Source: an optimization exercise on an open RTL-to-GDS flow (aim: small area). Production flows keep margins and buffers that such runs may drop. Function was checked by simulation only, so behaviour that the tests miss may differ from the original.

==> v28: inputs <==
==> flow/design.v <==
package gpr_pkg;
  localparam int GPR_DATA_W = 32;
  localparam int REG_ZERO   = 0;
  localparam int REG_RA     = 31;
  function automatic int clog2(input int value);
    int r;
    r = 0;
    while ((1 << r) < value) r = r + 1;
    clog2 = r;
  endfunction
endpackage
module gpr_md_tracker
#(
  parameter int MAX_PEND = 3,
  parameter bit BYPASS   = 1'b1
) (
  input  logic clk,
  input  logic rst,
  input  logic md_start,
  input  logic md_done,
  input  logic mf_req,
  output logic md_busy,
  output logic stall,
  output logic err
);
  logic [1:0] g;       
  logic       inc, dec;
  logic       full, empty, one;
  logic       fwd_final;
  assign inc   = md_start && !md_done;
  assign dec   = md_done && !md_start;
  assign full  = (g == 2'b10);
  assign empty = (g == 2'b00);
  assign one   = (g == 2'b01);
  always_ff @(posedge clk or posedge rst) begin
    if (rst) begin
      g   <= 2'b00;
      err <= 1'b0;
    end else if (inc) begin
      if (full) err <= 1'b1;
      else      g   <= {g[0], !g[1]};
    end else if (dec) begin
      if (empty) err <= 1'b1;
      else       g   <= {g[1] && !g[0], g[1]};
    end
  end
  assign fwd_final = BYPASS && dec && one;
  assign md_busy   = !empty;
  assign stall     = mf_req && md_busy && !fwd_final;
endmodule
module gpr_file_mp
#(
  parameter int DATA_W   = gpr_pkg::GPR_DATA_W,
  parameter int NUM_REGS = 32,
  parameter int NUM_RD   = 2,
  parameter bit BYPASS   = 1'b1,
  parameter int MAX_PEND = 3,
  localparam int AW      = gpr_pkg::clog2(NUM_REGS)
) (
  input  logic                     clk,
  input  logic                     rst,
  input  logic                     we,
  input  logic [AW-1:0]            waddr,
  input  logic [DATA_W-1:0]        wdata,
  input  logic [NUM_RD*AW-1:0]     raddr,
  output logic [NUM_RD*DATA_W-1:0] rdata,
  input  logic                     lo_we,
  input  logic                     hi_we,
  input  logic [DATA_W-1:0]        lo_wdata,
  input  logic [DATA_W-1:0]        hi_wdata,
  input  logic                     md_start,
  input  logic                     md_done,
  input  logic                     mf_req,
  output logic [DATA_W-1:0]        lo,
  output logic [DATA_W-1:0]        hi,
  output logic                     md_busy,
  output logic                     stall,
  output logic                     err
);
  localparam int NT  = NUM_REGS - 1;   
  localparam int NG3 = NT / 3;         
  logic [DATA_W-1:0]   mem [1:NUM_REGS-1];
  logic [DATA_W-1:0]   d   [1:NUM_REGS-1];
  logic [NUM_REGS-1:1] vld;
  logic [NUM_REGS-1:1] vld_d;
  logic [NUM_REGS-1:1] wsel;
  logic [NUM_REGS-1:1] wkeep;
  logic [DATA_W-1:0]   lo_q, hi_q;
  logic [DATA_W-1:0]   lo_d, hi_d;
  logic                lo_v, hi_v;
  logic                byp_en;
  assign byp_en = BYPASS && !rst;
  for (genvar i = 1; i < NUM_REGS; i++) begin : g_reg
    assign wsel[i]  = byp_en && we && (waddr == AW'(i));
    assign wkeep[i] = !wsel[i];
    assign vld_d[i] = vld[i] || wsel[i];
    for (genvar b = 0; b < DATA_W; b++) begin : g_bit
      gpr_ao22 u_hold (.a0(wsel[i]), .b0(wdata[b]), .a1(wkeep[i]), .b1(mem[i][b]), .y(d[i][b]));
    end
    always_ff @(posedge clk) mem[i] <= d[i];
    always_ff @(posedge clk or posedge rst) begin
      if (rst) vld[i] <= 1'b0;
      else     vld[i] <= vld_d[i];
    end
  end
  for (genvar k = 0; k < NUM_RD; k++) begin : g_rd
    logic [AW-1:0]       ra;
    logic [NUM_REGS-1:1] sel;
    assign ra = raddr[k*AW +: AW];
    for (genvar i = 1; i < NUM_REGS; i++) begin : g_sel
      assign sel[i] = vld_d[i] && (ra == AW'(i));
    end
    for (genvar b = 0; b < DATA_W; b++) begin : g_bit
      logic [NG3:0] pn;
      logic [2:0]   q;
      for (genvar g = 0; g < NG3; g++) begin : g_grp
        gpr_aoi222 u_t (.a0(sel[3*g+1]), .b0(d[3*g+1][b]),
                        .a1(sel[3*g+2]), .b1(d[3*g+2][b]),
                        .a2(sel[3*g+3]), .b2(d[3*g+3][b]), .y(pn[g]));
      end
      gpr_nand2 u_t1 (.a({sel[NT], d[NT][b]}), .y(pn[NG3]));
      gpr_nand4 u_n0 (.a(pn[3:0]), .y(q[0]));
      gpr_nand4 u_n1 (.a(pn[7:4]), .y(q[1]));
      gpr_nand3 u_n2 (.a(pn[10:8]), .y(q[2]));
      gpr_or3   u_o  (.a(q), .y(rdata[k*DATA_W + b]));
    end
  end
  logic lo_w, lo_h, hi_w, hi_h;
  assign lo_w = byp_en && lo_we;
  assign lo_h = !lo_we && lo_v;
  assign hi_w = byp_en && hi_we;
  assign hi_h = !hi_we && hi_v;
  for (genvar b = 0; b < DATA_W; b++) begin : g_lohi
    gpr_ao22 u_lo (.a0(lo_w), .b0(lo_wdata[b]), .a1(lo_h), .b1(lo_q[b]), .y(lo_d[b]));
    gpr_ao22 u_hi (.a0(hi_w), .b0(hi_wdata[b]), .a1(hi_h), .b1(hi_q[b]), .y(hi_d[b]));
  end
  always_ff @(posedge clk) begin
    lo_q <= lo_d;
    hi_q <= hi_d;
  end
  always_ff @(posedge clk or posedge rst) begin
    if (rst) begin
      lo_v <= 1'b0;
      hi_v <= 1'b0;
    end else begin
      if (lo_we) lo_v <= 1'b1;
      if (hi_we) hi_v <= 1'b1;
    end
  end
  assign lo = lo_d;
  assign hi = hi_d;
  gpr_md_tracker #(
    .MAX_PEND (MAX_PEND),
    .BYPASS   (BYPASS)
  ) u_md_tracker (
    .clk      (clk),
    .rst      (rst),
    .md_start (md_start),
    .md_done  (md_done),
    .mf_req   (mf_req),
    .md_busy  (md_busy),
    .stall    (stall),
    .err      (err)
  );
endmodule
module gpr_ao22 (input logic a0, b0, a1, b1, output logic y);
  assign y = (a0 & b0) | (a1 & b1);
endmodule
module gpr_aoi222 (input logic a0, b0, a1, b1, a2, b2, output logic y);
  assign y = !((a0 & b0) | (a1 & b1) | (a2 & b2));
endmodule
module gpr_nand4 (input logic [3:0] a, output logic y);
  assign y = !(&a);
endmodule
module gpr_nand2 (input logic [1:0] a, output logic y);
  assign y = !(&a);
endmodule
module gpr_nand3 (input logic [2:0] a, output logic y);
  assign y = !(&a);
endmodule
module gpr_or3 (input logic [2:0] a, output logic y);
  assign y = |a;
endmodule
==> flow/flow/run.sh <==
#!/bin/bash
# The standard layout (standard.sh, unchanged synthesis), with two changes:
#   - ports are buffered with sky130_fd_sc_hd__buf_1 instead of the default choice;
#   - CTS uses clkbuf_16 with sink clusters of at most 25 sinks / 100 um and no dummy loads.
# ORFS writes each step's full log under orfs/logs/; make's own output goes to standard.log.
set -uo pipefail
export BUFFER_PORTS_ARGS="-buffer_cell sky130_fd_sc_hd__buf_1"
export CTS_ARGS="-sink_clustering_enable -repair_clock_nets -dont_use_dummy_load -sink_clustering_size 25 -sink_clustering_max_diameter 100 -buf_list {sky130_fd_sc_hd__clkbuf_16}"
bash standard.sh > standard.log 2>&1
==> flow/standard.sh <==
#!/bin/bash
# synth_recipe.tcl (not shown) runs the flow's synth.tcl, then flattens the netlist and writes it again
# the make line also repeats each setting of config.mk as NAME=value (left out here)
make -C /OpenROAD-flow-scripts/flow DESIGN_CONFIG=/design/flow/config.mk WORK_HOME=/design/flow/orfs CLKGATE_MAP_FILE= SYNTH_SCRIPT=/design/flow/synth_recipe.tcl "${@:-finish}"
==> flow/config.mk <==
export PLATFORM = sky130hd
export DESIGN_NAME = gpr_file_mp
export DESIGN_NICKNAME = gpr_file_mp
export VERILOG_FILES = /design/flow/design.v
export SDC_FILE = /design/flow/constraint.sdc
export NUM_CORES = 4
export LEC_CHECK = 0
export CAP_MARGIN = 20
export CORE_MARGIN = 2
export CORE_UTILIZATION = 50
export SLEW_MARGIN = 20
export SYNTH_HIERARCHICAL = 1
export SYNTH_MINIMUM_KEEP_SIZE = 0
==> flow/constraint.sdc <==
create_clock -name core_clock -period 8.0 [get_ports {clk}]
set_input_delay 1.6000 -clock core_clock [delete_from_list [all_inputs] [get_ports {clk}]]
set_output_delay 1.6000 -clock core_clock [all_outputs]
set_load 0.01 [all_outputs]
==> inputs of v10, as changes to v28 <==
==> flow/design.v, changed modules only <==
module gpr_md_tracker
#(
  parameter int MAX_PEND = 3,
  parameter bit BYPASS   = 1'b1
) (
  input  logic clk,
  input  logic rst,
  input  logic md_start,
  input  logic md_done,
  input  logic mf_req,
  output logic md_busy,
  output logic stall,
  output logic err
);
  localparam int CW = gpr_pkg::clog2(MAX_PEND + 1);
  localparam logic [CW-1:0] CNT_MAX = CW'(MAX_PEND);
  localparam logic [CW-1:0] CNT_ONE = CW'(1);
  logic [CW-1:0] pend_cnt;
  logic          fwd_final;
  always_ff @(posedge clk or posedge rst) begin
    if (rst) begin
      pend_cnt <= '0;
      err      <= 1'b0;
    end else if (md_start && !md_done) begin
      if (pend_cnt == CNT_MAX) err <= 1'b1;
      else                     pend_cnt <= pend_cnt + CNT_ONE;
    end else if (md_done && !md_start) begin
      if (pend_cnt == '0) err <= 1'b1;
      else                pend_cnt <= pend_cnt - CNT_ONE;
    end
  end
  assign fwd_final = BYPASS && md_done && !md_start && (pend_cnt == CNT_ONE);
  assign md_busy   = (pend_cnt != '0);
  assign stall     = mf_req && md_busy && !fwd_final;
endmodule
module gpr_file_mp
#(
  parameter int DATA_W   = gpr_pkg::GPR_DATA_W,
  parameter int NUM_REGS = 32,
  parameter int NUM_RD   = 2,
  parameter bit BYPASS   = 1'b1,
  parameter int MAX_PEND = 3,
  localparam int AW      = gpr_pkg::clog2(NUM_REGS)
) (
  input  logic                     clk,
  input  logic                     rst,
  input  logic                     we,
  input  logic [AW-1:0]            waddr,
  input  logic [DATA_W-1:0]        wdata,
  input  logic [NUM_RD*AW-1:0]     raddr,
  output logic [NUM_RD*DATA_W-1:0] rdata,
  input  logic                     lo_we,
  input  logic                     hi_we,
  input  logic [DATA_W-1:0]        lo_wdata,
  input  logic [DATA_W-1:0]        hi_wdata,
  input  logic                     md_start,
  input  logic                     md_done,
  input  logic                     mf_req,
  output logic [DATA_W-1:0]        lo,
  output logic [DATA_W-1:0]        hi,
  output logic                     md_busy,
  output logic                     stall,
  output logic                     err
);
  localparam int NT = NUM_REGS;
  localparam int NG = (NT + 2) / 3;    
  logic [DATA_W-1:0]   mem [NT];       
  logic [NUM_REGS-1:1] vld;
  logic [NUM_REGS-1:1] wsel;
  logic [NUM_REGS-1:1] wkeep;
  logic [DATA_W-1:0]   lo_q, hi_q;
  logic [DATA_W-1:0]   lo_d, hi_d;
  logic                lo_v, hi_v;
  logic                byp_en;
  assign byp_en = BYPASS && !rst;
  assign mem[0] = wdata;
  for (genvar i = 1; i < NUM_REGS; i++) begin : g_reg
    logic [DATA_W-1:0] d;
    assign wsel[i]  = we && (waddr == AW'(i));
    assign wkeep[i] = !wsel[i];
    for (genvar b = 0; b < DATA_W; b++) begin : g_bit
      gpr_ao22 u_hold (.a0(wsel[i]), .b0(wdata[b]), .a1(wkeep[i]), .b1(mem[i][b]), .y(d[b]));
    end
    always_ff @(posedge clk) mem[i] <= d;
    always_ff @(posedge clk or posedge rst) begin
      if (rst)          vld[i] <= 1'b0;
      else if (wsel[i]) vld[i] <= 1'b1;
    end
  end
  for (genvar k = 0; k < NUM_RD; k++) begin : g_rd
    logic [AW-1:0] ra;
    logic          byp;
    logic [NT-1:0] sel;
    assign ra     = raddr[k*AW +: AW];
    assign byp    = byp_en && we && (ra != '0) && (waddr == ra);
    assign sel[0] = byp;
    for (genvar i = 1; i < NT; i++) begin : g_sel
      assign sel[i] = !byp && vld[i] && (ra == AW'(i));
    end
    for (genvar b = 0; b < DATA_W; b++) begin : g_bit
      logic [NG-1:0] pn;    
      logic [2:0]    q;
      for (genvar g = 0; g < NG; g++) begin : g_grp
        if (3*g + 2 < NT) begin : g_3
          gpr_aoi222 u_t (.a0(sel[3*g]),   .b0(mem[3*g][b]),
                          .a1(sel[3*g+1]), .b1(mem[3*g+1][b]),
                          .a2(sel[3*g+2]), .b2(mem[3*g+2][b]), .y(pn[g]));
        end else begin : g_2
          gpr_aoi22 u_t (.a0(sel[3*g]),   .b0(mem[3*g][b]),
                         .a1(sel[3*g+1]), .b1(mem[3*g+1][b]), .y(pn[g]));
        end
      end
      gpr_nand4 u_n0 (.a(pn[3:0]), .y(q[0]));
      gpr_nand4 u_n1 (.a(pn[7:4]), .y(q[1]));
      gpr_nand3 u_n2 (.a(pn[10:8]), .y(q[2]));
      gpr_or3   u_o  (.a(q), .y(rdata[k*DATA_W + b]));
    end
  end
  logic lo_w, lo_h, hi_w, hi_h;
  assign lo_w = byp_en && lo_we;
  assign lo_h = !lo_we && lo_v;
  assign hi_w = byp_en && hi_we;
  assign hi_h = !hi_we && hi_v;
  for (genvar b = 0; b < DATA_W; b++) begin : g_lohi
    gpr_ao22 u_lo (.a0(lo_w), .b0(lo_wdata[b]), .a1(lo_h), .b1(lo_q[b]), .y(lo_d[b]));
    gpr_ao22 u_hi (.a0(hi_w), .b0(hi_wdata[b]), .a1(hi_h), .b1(hi_q[b]), .y(hi_d[b]));
  end
  always_ff @(posedge clk) begin
    lo_q <= lo_d;
    hi_q <= hi_d;
  end
  always_ff @(posedge clk or posedge rst) begin
    if (rst) begin
      lo_v <= 1'b0;
      hi_v <= 1'b0;
    end else begin
      if (lo_we) lo_v <= 1'b1;
      if (hi_we) hi_v <= 1'b1;
    end
  end
  assign lo = lo_d;
  assign hi = hi_d;
  gpr_md_tracker #(
    .MAX_PEND (MAX_PEND),
    .BYPASS   (BYPASS)
  ) u_md_tracker (
    .clk      (clk),
    .rst      (rst),
    .md_start (md_start),
    .md_done  (md_done),
    .mf_req   (mf_req),
    .md_busy  (md_busy),
    .stall    (stall),
    .err      (err)
  );
endmodule
module gpr_aoi22 (input logic a0, b0, a1, b1, output logic y);
  assign y = !((a0 & b0) | (a1 & b1));
endmodule
// module gpr_nand2 removed
==> flow/run.sh (new file) <==
#!/bin/bash
# synth_recipe.tcl (not shown) runs the flow's synth.tcl, then flattens the netlist and writes it again
# the make line also repeats each setting of config.mk as NAME=value (left out here)
make -C /OpenROAD-flow-scripts/flow DESIGN_CONFIG=/design/flow/config.mk WORK_HOME=/design/flow/orfs CLKGATE_MAP_FILE= SYNTH_SCRIPT=/design/flow/synth_recipe.tcl finish
Settings changed: CORE_UTILIZATION 50 to 35.
removed: flow/flow/run.sh
removed: flow/standard.sh
==> flow_metrics.tcl <==
set metrics [dict create \
    syn_avg_cell_area_um2 12.16 \
    multi_input_comb_area_um2 20090 \
    period_minus_slack_ns 7.571 \
    buffers 446 \
    finalCritPeriodShare_pct 94.64 \
    yosys.area_share.simple_pct 6.814 \
    skew_ns 0.005412 \
    inv_count 40 \
    n_clock_buffer 170 \
    cellPowerDensity_nw_per_um2 282.7 \
    antenna_found_initial 14 \
    seq_area_frac_synth_pct 52.60 \
    status "finished clean" \
    clk_latency_ns 0.70 \
    viasPerCell 7.406 \
    synthTopCellsByArea "dfxtp_1 (50%), a22o_1 (22%), a222oi_1 (15%), dfrtp_1 (2.2%), nand4_1 (2.0%)" \
    hp-start "lo_v$_DFFE_PP0P_" \
    cellLeakagePower_nw 20.79 \
    place.detailed.hpwl_um 120600 \
]
[end of results for v10]
==> flow_metrics.tcl <==
set metrics [dict create \
    cellLeakagePower_nw 18.12 \
    antenna_found_initial 7 \
    period_minus_slack_ns 7.077 \
    multi_input_comb_area_um2 19240 \
    syn_avg_cell_area_um2 12.06 \
    seq_area_frac_synth_pct 53.67 \
    hp-start "u_md_tracker.err$_DFFE_PP0P_" \
    yosys.area_share.simple_pct 6.733 \
    clk_latency_ns 0.66 \
    finalCritPeriodShare_pct 88.46 \
    buffers 442 \
    status "finished clean" \
]
[end of results for v28]

-- port drivers added, routing unchanged --
Ports are ideal in the flow. The routed layouts listed here were re-timed in OpenROAD.
Step 1: set_driving_cell puts a clkbuf_16 on clk and a buf_2 on each other input, an assumption about the parent block.
Step 2 adds t to the input delays and takes it off the output delays; t is the mean of the earliest and latest rising clock arrival at the registers after step 1. Input paths then give back, and output paths get back, about the clock's delay inside the block.
Slacks: ideal ports / drivers / drivers and shift; pairs: ideal ports / drivers.
run | shift t [ns] | slack for setup (ns) | worst setup path at the end | clock arrival spread, ns
v28 | 0.701 | 0.923 / 0.894 / 0.894 | input to output | 0.071 / 0.071
v10 | 0.782 | 0.429 / 0.399 / 0.399 | input to output | 0.040 / 0.040
After both steps every run listed still meets setup and hold. For v10, which loses most, drivers alone change the setup slack by -0.030 ns; drivers and shift together by -0.030 ns.
